This is an optimization exercise on Yosys and OpenROAD, whose aim is small area, a short achievable clock period and few clock cycles per item, not a production implementation. The RTL was checked by simulation tests, not by an equivalence proof against the original design. No driver is modelled on the clock port, so clocking that relies on it looks cheaper here than on a real chip. Power figures rest on the tool's default switching activity, not on a simulated workload.

==> flow/design.v <==
package conv_pkg;
   localparam int DATA_W = 14;
   localparam int ACC_W  = 28;
   localparam int LANES  = 8;
   typedef logic signed [DATA_W-1:0] data_t;
endpackage
module sel_cell (
   input  logic            sel_n,
   input  logic            keep_n,
   input  conv_pkg::data_t nw,
   input  conv_pkg::data_t old,
   output conv_pkg::data_t y
);
   assign y = ~(({conv_pkg::DATA_W{sel_n}} | nw) & ({conv_pkg::DATA_W{keep_n}} | old));
endmodule
module mac_operand_scatter
#(
   parameter int N_TAPS   = 16,
   parameter int TREE_LAT = 5
) (
   input  logic                      clk,
   input  logic                      reset,
   input  conv_pkg::data_t                     in_data,
   input  logic                      in_valid,
   output logic                      in_ready,
   input  logic                      flush,
   input  logic                      w_we,
   input  logic [$clog2(N_TAPS)-1:0] w_addr,
   input  conv_pkg::data_t                     w_data,
   output logic                      w_err,
   output conv_pkg::data_t [conv_pkg::LANES-1:0]         lane_a,
   output conv_pkg::data_t [conv_pkg::LANES-1:0]         lane_b,
   output logic                      mac_en,
   output logic                      mac_clear,
   output logic                      sum_capture
);
   localparam int L = conv_pkg::LANES;
   logic              r_ph;           
   logic              r_rdy;          
   logic              r_en;           
   logic [3:0]        r_cnt;          
   logic [TREE_LAT+2:0] r_pipe;       
   conv_pkg::data_t   r_a [L];        
   conv_pkg::data_t   r_b [L];        
   conv_pkg::data_t   r_wa [L];       
   conv_pkg::data_t   r_wb [L];       
   logic              w_full;
   logic              w_shift;
   logic              w_sel_n, w_keep_n;
   logic              w_accept;
   logic              w_form;
   logic              w_wr;
   conv_pkg::data_t   w_dn, w_dz;
   assign w_full   = (r_cnt == 4'd15);
   assign in_ready = r_rdy;
   assign w_shift  = in_valid & r_rdy;
   assign w_sel_n  = ~w_shift;
   assign w_keep_n = w_shift;
   assign w_accept = w_shift & ~flush & ~reset;
   assign w_form   = w_accept & w_full;
   assign w_wr     = w_we & ~(r_pipe[0] & w_addr[3]);
   assign w_dn     = ~w_data;
   assign w_dz     = reset ? '0 : w_data;
   for (genvar gi = 0; gi < L; gi++) begin : g_bank
      conv_pkg::data_t w_sa, w_sb, w_na, w_nb;
      if (gi < L - 1) begin : g_mid
         assign w_sa = r_b[gi+1];
         assign w_sb = r_a[gi+1];
      end else begin : g_top
         assign w_sa = r_ph ? ~r_a[0] : ~in_data;
         assign w_sb = r_ph ? in_data : ~r_b[0];
      end
      sel_cell u_na (.sel_n(w_sel_n), .keep_n(w_keep_n), .nw(w_sa), .old(r_b[gi]), .y(w_na));
      sel_cell u_nb (.sel_n(w_sel_n), .keep_n(w_keep_n), .nw(w_sb), .old(r_a[gi]), .y(w_nb));
      logic w_hit, w_hit_a, w_hit_b;
      logic w_sel_a_n, w_keep_a_n, w_sel_b_n, w_keep_b_n;
      conv_pkg::data_t w_wna, w_wnb;
      assign w_hit      = w_wr && w_addr[2:0] == 3'(gi);
      assign w_hit_a    = w_hit & (w_addr[3] != r_ph);
      assign w_hit_b    = w_hit & (w_addr[3] == r_ph);
      assign w_sel_a_n  = ~w_hit_a | reset;
      assign w_keep_a_n = w_hit_a | reset;
      assign w_sel_b_n  = ~w_hit_b & ~reset;
      assign w_keep_b_n = w_hit_b;
      sel_cell u_wna (.sel_n(w_sel_a_n), .keep_n(w_keep_a_n), .nw(w_dn), .old(r_wb[gi]), .y(w_wna));
      sel_cell u_wnb (.sel_n(w_sel_b_n), .keep_n(w_keep_b_n), .nw(w_dz), .old(r_wa[gi]), .y(w_wnb));
      always_ff @(posedge clk) begin
         r_a[gi]  <= w_na;
         r_b[gi]  <= w_nb;
         r_wa[gi] <= w_wna;
         r_wb[gi] <= w_wnb;
      end
      assign lane_a[gi] = r_a[gi];
      assign lane_b[gi] = r_wa[gi];
   end
   always_ff @(posedge clk) begin
      if (reset) begin
         r_ph   <= 1'b0;
         r_rdy  <= 1'b1;
         r_en   <= 1'b0;
         r_cnt  <= '0;
         r_pipe <= '0;
         w_err  <= 1'b0;
      end else begin
         r_ph  <= ~r_ph;
         r_rdy <= flush | ~r_ph | ~(w_full | (w_accept & r_cnt == 4'd14));
         r_en  <= ~flush & (w_form | r_pipe[0]);
         if (flush)                   r_cnt <= '0;
         else if (w_accept & ~w_full) r_cnt <= r_cnt + 1'b1;
         if (flush) r_pipe <= '0;
         else       r_pipe <= {r_pipe[TREE_LAT+1:0], w_form};
         w_err <= w_we & ~w_wr;
      end
   end
   assign mac_en      = r_en;
   assign mac_clear   = r_pipe[0];
   assign sum_capture = r_pipe[TREE_LAT+2];
endmodule
Settings: LEC_CHECK=0, CAP_MARGIN=20, CORE_MARGIN=2, CORE_UTILIZATION=40, SETUP_SLACK_MARGIN=3.2, SLEW_MARGIN=20, SYNTH_HIERARCHICAL=1, SYNTH_MINIMUM_KEEP_SIZE=0; clock period 5.0 ns.
standard.sh (not shown) runs the stock make flow with config.mk's settings and CLKGATE_MAP_FILE= SYNTH_SCRIPT=/design/flow/synth_recipe.tcl, a recipe that flattens the netlist after the stock synthesis.
==> flow/flow/run.sh <==
#!/bin/bash
# The standard layout, with the port buffers made of the smallest buffer
# cell instead of the one ORFS picks by default.
set -euo pipefail
export BUFFER_PORTS_ARGS="-buffer_cell sky130_fd_sc_hd__buf_1"
bash standard.sh > standard_flow.log 2>&1
The first run went through all stages and came out clean.
Testbench counts at the start, summed over its fixed seeds: cycles 4,272, items 2,048.
Edit:
==> flow/flow/run.sh (replaced) <==
#!/bin/bash
# The standard layout with two changes:
# - the port buffers are made of the smallest buffer cell instead of the one
#   ORFS picks by default;
# - after clock tree synthesis the tree's root buffer is removed, so the clock
#   port drives the tree's first level (two buffers) directly; timing is then
#   repaired (post_cts.tcl) instead of before the removal.
set -euo pipefail
export BUFFER_PORTS_ARGS="-buffer_cell sky130_fd_sc_hd__buf_1"
export SKIP_CTS_REPAIR_TIMING=1
export POST_CTS_TCL="$PWD/flow/post_cts.tcl"
bash standard.sh > standard_flow.log 2>&1
==> flow/flow/post_cts.tcl (new file) <==
proc remove_clock_root {} {
  set block [ord::get_db_block]
  set clk [$block findNet clk]
  set root ""
  foreach it [$clk getITerms] { if {[$it isInputSignal]} { set root [$it getInst] } }
  if {$root eq ""} { puts "remove_clock_root: no root buffer"; return }
  set rootout ""
  foreach it [$root getITerms] { if {[$it isOutputSignal]} { set rootout [$it getNet] } }
  set loads {}
  foreach it [$rootout getITerms] { if {[$it isInputSignal]} { lappend loads $it } }
  if {[llength $loads] + [llength [$clk getITerms]] - 1 > 4} {
    puts "remove_clock_root: root buffer drives [llength $loads] pins, kept"
    return
  }
  foreach it $loads { $it disconnect; $it connect $clk }
  puts "remove_clock_root: removed [$root getName], moved [llength $loads] loads to clk"
  odb::dbInst_destroy $root
  odb::dbNet_destroy $rootout
}

remove_clock_root
estimate_parasitics -placement
report_clock_latency
repair_timing_helper
detailed_placement
check_placement -verbose
estimate_parasitics -placement
report_worst_slack
- CORE_UTILIZATION: 40 -> 70
- CTS_CLUSTER_DIAMETER: not set -> 60
- CTS_CLUSTER_SIZE: not set -> 30
- PLACE_DENSITY: not set -> 0.8
- SETUP_SLACK_MARGIN: 3.2 -> 3.0
Result:
- hold slack gains 0.011 ns
- power fell by 19%
- clock power fell by 32%
- wire length fell by 23%
- final area fell by 26%
- setup slack gains 0.028 ns
- register-to-register slack gains 0.08 ns
Edit:
==> flow/flow/run.sh (replaced) <==
#!/bin/bash
# The standard layout with two changes:
# - the port buffers are made of the smallest buffer cell instead of the one
#   ORFS picks by default;
# - after clock tree synthesis the tree's root buffer is removed, so the clock
#   port drives the tree's first level (two buffers) directly; timing is then
#   repaired again before the rest of the flow (post_cts.tcl).
set -euo pipefail
export BUFFER_PORTS_ARGS="-buffer_cell sky130_fd_sc_hd__buf_1"
export POST_CTS_TCL="$PWD/flow/post_cts.tcl"
bash standard.sh > standard_flow.log 2>&1
- SETUP_SLACK_MARGIN: 3.0 -> 2.9
What happened: The changed run produced a clean layout. Synthesized cell count does not change. Via count drops by 1.2%. Die area stays the same. Power goes down by 6.3%. Sequential share of layout area goes up by 1.8 points. Setup slack degrades by 0.015 ns.
Edit:
==> flow/flow/run.sh (replaced) <==
#!/bin/bash
# The standard layout, with the port buffers made of the smallest buffer
# cell instead of the one ORFS picks by default.
set -euo pipefail
export BUFFER_PORTS_ARGS="-buffer_cell sky130_fd_sc_hd__buf_1"
bash standard.sh > standard_flow.log 2>&1
- CORE_UTILIZATION: 70 -> 40
- PLACE_DENSITY: 0.8 -> not set
removed: flow/flow/post_cts.tcl
Sequential power barely changes.
Clock-buffer cell count climbs by 13.
Wire length increases by roughly a tenth.
Total power grows by about a fifth.
Final cell count rises by about a fifth.
Hold slack is worse by 0.0032 ns.
Setup slack is worse by 0.040 ns.
Design area came out higher by about a fifth.
First-iteration DRC count decreases by a quarter to a third.
Flip-flop and latch count is unchanged.
Edit:
==> flow/flow/run.sh (replaced) <==
#!/bin/bash
# The standard layout with two changes:
# - the port buffers are made of the smallest buffer cell instead of the one
#   ORFS picks by default;
# - after clock tree synthesis the tree's root buffer is removed, so the clock
#   port drives the tree's first level (two buffers) directly; timing is then
#   repaired (post_cts.tcl) instead of before the removal.
set -euo pipefail
export BUFFER_PORTS_ARGS="-buffer_cell sky130_fd_sc_hd__buf_1"
export SKIP_CTS_REPAIR_TIMING=1
export POST_CTS_TCL="$PWD/flow/post_cts.tcl"
bash standard.sh > standard_flow.log 2>&1
==> flow/flow/post_cts.tcl (new file) <==
proc remove_clock_root {} {
  set block [ord::get_db_block]
  set clk [$block findNet clk]
  set root ""
  foreach it [$clk getITerms] { if {[$it isInputSignal]} { set root [$it getInst] } }
  if {$root eq ""} { puts "remove_clock_root: no root buffer"; return }
  set rootout ""
  foreach it [$root getITerms] { if {[$it isOutputSignal]} { set rootout [$it getNet] } }
  set loads {}
  foreach it [$rootout getITerms] { if {[$it isInputSignal]} { lappend loads $it } }
  if {[llength $loads] + [llength [$clk getITerms]] - 1 > 4} {
    puts "remove_clock_root: root buffer drives [llength $loads] pins, kept"
    return
  }
  foreach it $loads { $it disconnect; $it connect $clk }
  puts "remove_clock_root: removed [$root getName], moved [llength $loads] loads to clk"
  odb::dbInst_destroy $root
  odb::dbNet_destroy $rootout
}

remove_clock_root
estimate_parasitics -placement
report_clock_latency
repair_timing_helper
detailed_placement
check_placement -verbose
estimate_parasitics -placement
report_worst_slack
- CORE_UTILIZATION: 40 -> 75
- PLACE_DENSITY: not set -> 0.85
- SETUP_SLACK_MARGIN: 2.9 -> 2.95
The changed run finished with timing, DRC and antenna clean.
Final cell count is lower by 16%.
Worst setup slack is worse by 0.062 ns.
Via count is higher by 3.4%.
Power is lower by 14%.
Sequential cell count does not change.
Core utilization is higher by 34 points.
Wire length is lower by 1.6%.
Non-clock buffer count is lower by 73.

========
run 1:
RTL: the design.v shown in full above, as it stands there.
==> flow/config.mk <==
export PLATFORM = sky130hd
export DESIGN_NAME = mac_operand_scatter
export DESIGN_NICKNAME = mac_operand_scatter
export VERILOG_FILES = /design/flow/design.v
export SDC_FILE = /design/flow/constraint.sdc
export NUM_CORES = 4
export LEC_CHECK = 0
export CAP_MARGIN = 20
export CORE_MARGIN = 2
export CORE_UTILIZATION = 40
export SETUP_SLACK_MARGIN = 2.8
export SLEW_MARGIN = 20
export SYNTH_HIERARCHICAL = 1
export SYNTH_MINIMUM_KEEP_SIZE = 0
==> flow/constraint.sdc <==
create_clock -name core_clock -period 5.0 [get_ports {clk}]
set_input_delay 1.0000 -clock core_clock [delete_from_list [all_inputs] [get_ports {clk}]]
set_output_delay 1.0000 -clock core_clock [all_outputs]
set_load 0.01 [all_outputs]
==> flow/flow/run.sh <==
#!/bin/bash
# The standard layout, with the port buffers made of the smallest buffer
# cell instead of the one ORFS picks by default.
set -euo pipefail
export BUFFER_PORTS_ARGS="-buffer_cell sky130_fd_sc_hd__buf_1"
bash standard.sh > standard_flow.log 2>&1
Testbench counts of run 1, summed over its fixed seeds: cycles 4,272, items 2,048.
What run 2 does differently from run 1 at the input level:
Settings: SETUP_SLACK_MARGIN now 3.05, was 2.8; CORE_UTILIZATION now 70, was 40; PLACE_DENSITY now 0.8, previously not set.
==> flow/flow/run.sh <==
#!/bin/bash
# The standard layout with these changes:
# - the port buffers are made of the smallest buffer cell instead of the one
#   ORFS picks by default;
# - clock tree synthesis makes clusters of at most 20 registers, each driven
#   by a clkbuf_8;
set -euo pipefail
export BUFFER_PORTS_ARGS="-buffer_cell sky130_fd_sc_hd__buf_1"
export CTS_ARGS="-sink_clustering_enable -repair_clock_nets -sink_clustering_size 20 -sink_clustering_max_diameter 40 -sink_clustering_buffer sky130_fd_sc_hd__clkbuf_8"
export SKIP_CTS_REPAIR_TIMING=1
export POST_CTS_TCL="$PWD/flow/post_cts.tcl"
bash standard.sh > standard_flow.log 2>&1
==> flow/flow/post_cts.tcl (new file) <==
proc remove_clock_root {} {
  set block [ord::get_db_block]
  set clk [$block findNet clk]
  set root ""
  foreach it [$clk getITerms] { if {[$it isInputSignal]} { set root [$it getInst] } }
  if {$root eq ""} { puts "remove_clock_root: no root buffer"; return }
  set rootout ""
  foreach it [$root getITerms] { if {[$it isOutputSignal]} { set rootout [$it getNet] } }
  set loads {}
  foreach it [$rootout getITerms] { if {[$it isInputSignal]} { lappend loads $it } }
  if {[llength $loads] + [llength [$clk getITerms]] - 1 > 4} {
    puts "remove_clock_root: root buffer drives [llength $loads] pins, kept"
    return
  }
  foreach it $loads { $it disconnect; $it connect $clk }
  puts "remove_clock_root: removed [$root getName], moved [llength $loads] loads to clk"
  odb::dbInst_destroy $root
  odb::dbNet_destroy $rootout
}

remove_clock_root
estimate_parasitics -placement
report_clock_latency
repair_timing_helper
detailed_placement
check_placement -verbose
estimate_parasitics -placement
report_worst_slack
Notes after the runs:
- The higher final HPWL from detailed placement of run 1 and run 2 is in run 1.
- Comparing run 1 and run 2, the lower count of placed standard cells in the final layout, fillers left out was measured on run 2.
- Delta (run 2 minus run 1): minimum clock period after layout decreased by 68 ps relative to the old numbers, setup slack increased by 68 ps relative to the old numbers, part of the total power dissipated in combinational logic increased by 2.4 points relative to the old numbers.
Changes in run 3 relative to run 2:
Settings: CTS_CLUSTER_DIAMETER: unset -> 60; CTS_CLUSTER_SIZE: unset -> 30; SETUP_SLACK_MARGIN: 3.05 -> 2.9.
==> flow/flow/run.sh <==
#!/bin/bash
# The standard layout with two changes:
# - the port buffers are made of the smallest buffer cell instead of the one
#   ORFS picks by default;
# - after clock tree synthesis the tree's root buffer is removed, so the clock
#   port drives the tree's first level (two buffers) directly; timing is then
#   repaired (post_cts.tcl) instead of before the removal.
set -euo pipefail
export BUFFER_PORTS_ARGS="-buffer_cell sky130_fd_sc_hd__buf_1"
export SKIP_CTS_REPAIR_TIMING=1
export POST_CTS_TCL="$PWD/flow/post_cts.tcl"
bash standard.sh > standard_flow.log 2>&1
Notes after the runs:
Delta (run 3 minus run 2): clock skew after layout flat; leakage power moved down; share of the final layout cell area in sequential cells climbed 5.2 points; worst path setup slack after routing increased by 69 ps relative to the old numbers.
Of the two values seen for last element of the critical path, r_wb[0][8]$_DFF_P_ was produced by run 3 and r_wb[2][9]$_DFF_P_ by run 2.
Setup changes, run 3 to run 4
Settings: CTS_CLUSTER_DIAMETER: 60 -> unset; CORE_UTILIZATION: 70 -> 40; PLACE_DENSITY: 0.8 -> unset; CTS_CLUSTER_SIZE: 30 -> unset; SETUP_SLACK_MARGIN: 2.9 -> unset.
==> flow/flow/run.sh <==
#!/bin/bash
# The standard layout, with the port buffers made of the smallest buffer
# cell instead of the one ORFS picks by default.
set -euo pipefail
export BUFFER_PORTS_ARGS="-buffer_cell sky130_fd_sc_hd__buf_1"
bash standard.sh > standard_flow.log 2>&1
removed: flow/flow/post_cts.tcl
Results
Run 4 completed every stage of the flow, and the final layout passed the timing, design-rule and antenna checks.
Summary of run 4 over run 3: count of non-CTS buffers in the layout grew by 0.36%; clock-buffer cell count grew by about 220%.
Of run 4 and run 3, the higher fraction of power spent switching nets belongs to run 3.
Sort run 4 and run 3 by number of buffer and inverter stages on the critical path desc -> top: run 3
The run showing the smaller delay of the slowest cell on the worst path is run 3.
Compared to run 3, run 4 has relative area change from synthesis to final layout 7.2 points higher.
The number of rows created at floorplan in run 4 is 1.3 times that in run 3.
Higher post-route total power goes to run 4 over run 3.
Against run 3, die area in run 4 came out worse.

port drivers added, routing unchanged:
The flow's constraints put no driver on any port. The routed layouts listed below were extracted and timed again, unchanged, in two steps. Step 1: set_driving_cell puts a clkbuf_16 on clk and a buf_2 on each other input, an assumption about the parent block. Step 2 times the ports against the registers' clock, not the clock port: input delays grow and output delays shrink by t, the midpoint of the rising clock arrivals with the driver on. Slacks: ideal ports / drivers / drivers and shift; pairs: ideal ports / drivers.
run | t, ns | slack for setup (ns) | hold slack, ns
the first run of note 1 | 0.593 | 2.932 / 2.879 / 2.496 | 0.401 / 0.401 / 0.401
the second run of note 1 | 0.471 | 2.960 / 2.944 / 2.528 | 0.411 / 0.411 / 0.411
the third run of note 1 | 0.465 | 2.945 / 2.959 / 2.521 | 0.406 / 0.406 / 0.406
the fourth run of note 1 | 0.631 | 2.906 / 2.857 / 2.337 | 0.403 / 0.403 / 0.403
the fifth run of note 1 | 0.470 | 2.844 / 2.846 / 2.418 | 0.409 / 0.409 / 0.409
run 1 | 0.603 | 2.789 / 2.779 / 2.217 | 0.402 / 0.402 / 0.402
run 2 | 0.432 | 2.857 / 2.913 / 2.485 | 0.411 / 0.411 / 0.411
run 3 | 0.466 | 2.926 / 2.876 / 2.501 | 0.410 / 0.410 / 0.410
run 4 | 0.585 | 2.087 / 2.087 / 2.020 | 0.406 / 0.406 / 0.406
After both steps every run listed still meets setup and hold. The setup slack of run 1, which loses most, moves by -0.010 ns with the drivers and by -0.572 ns with both steps.
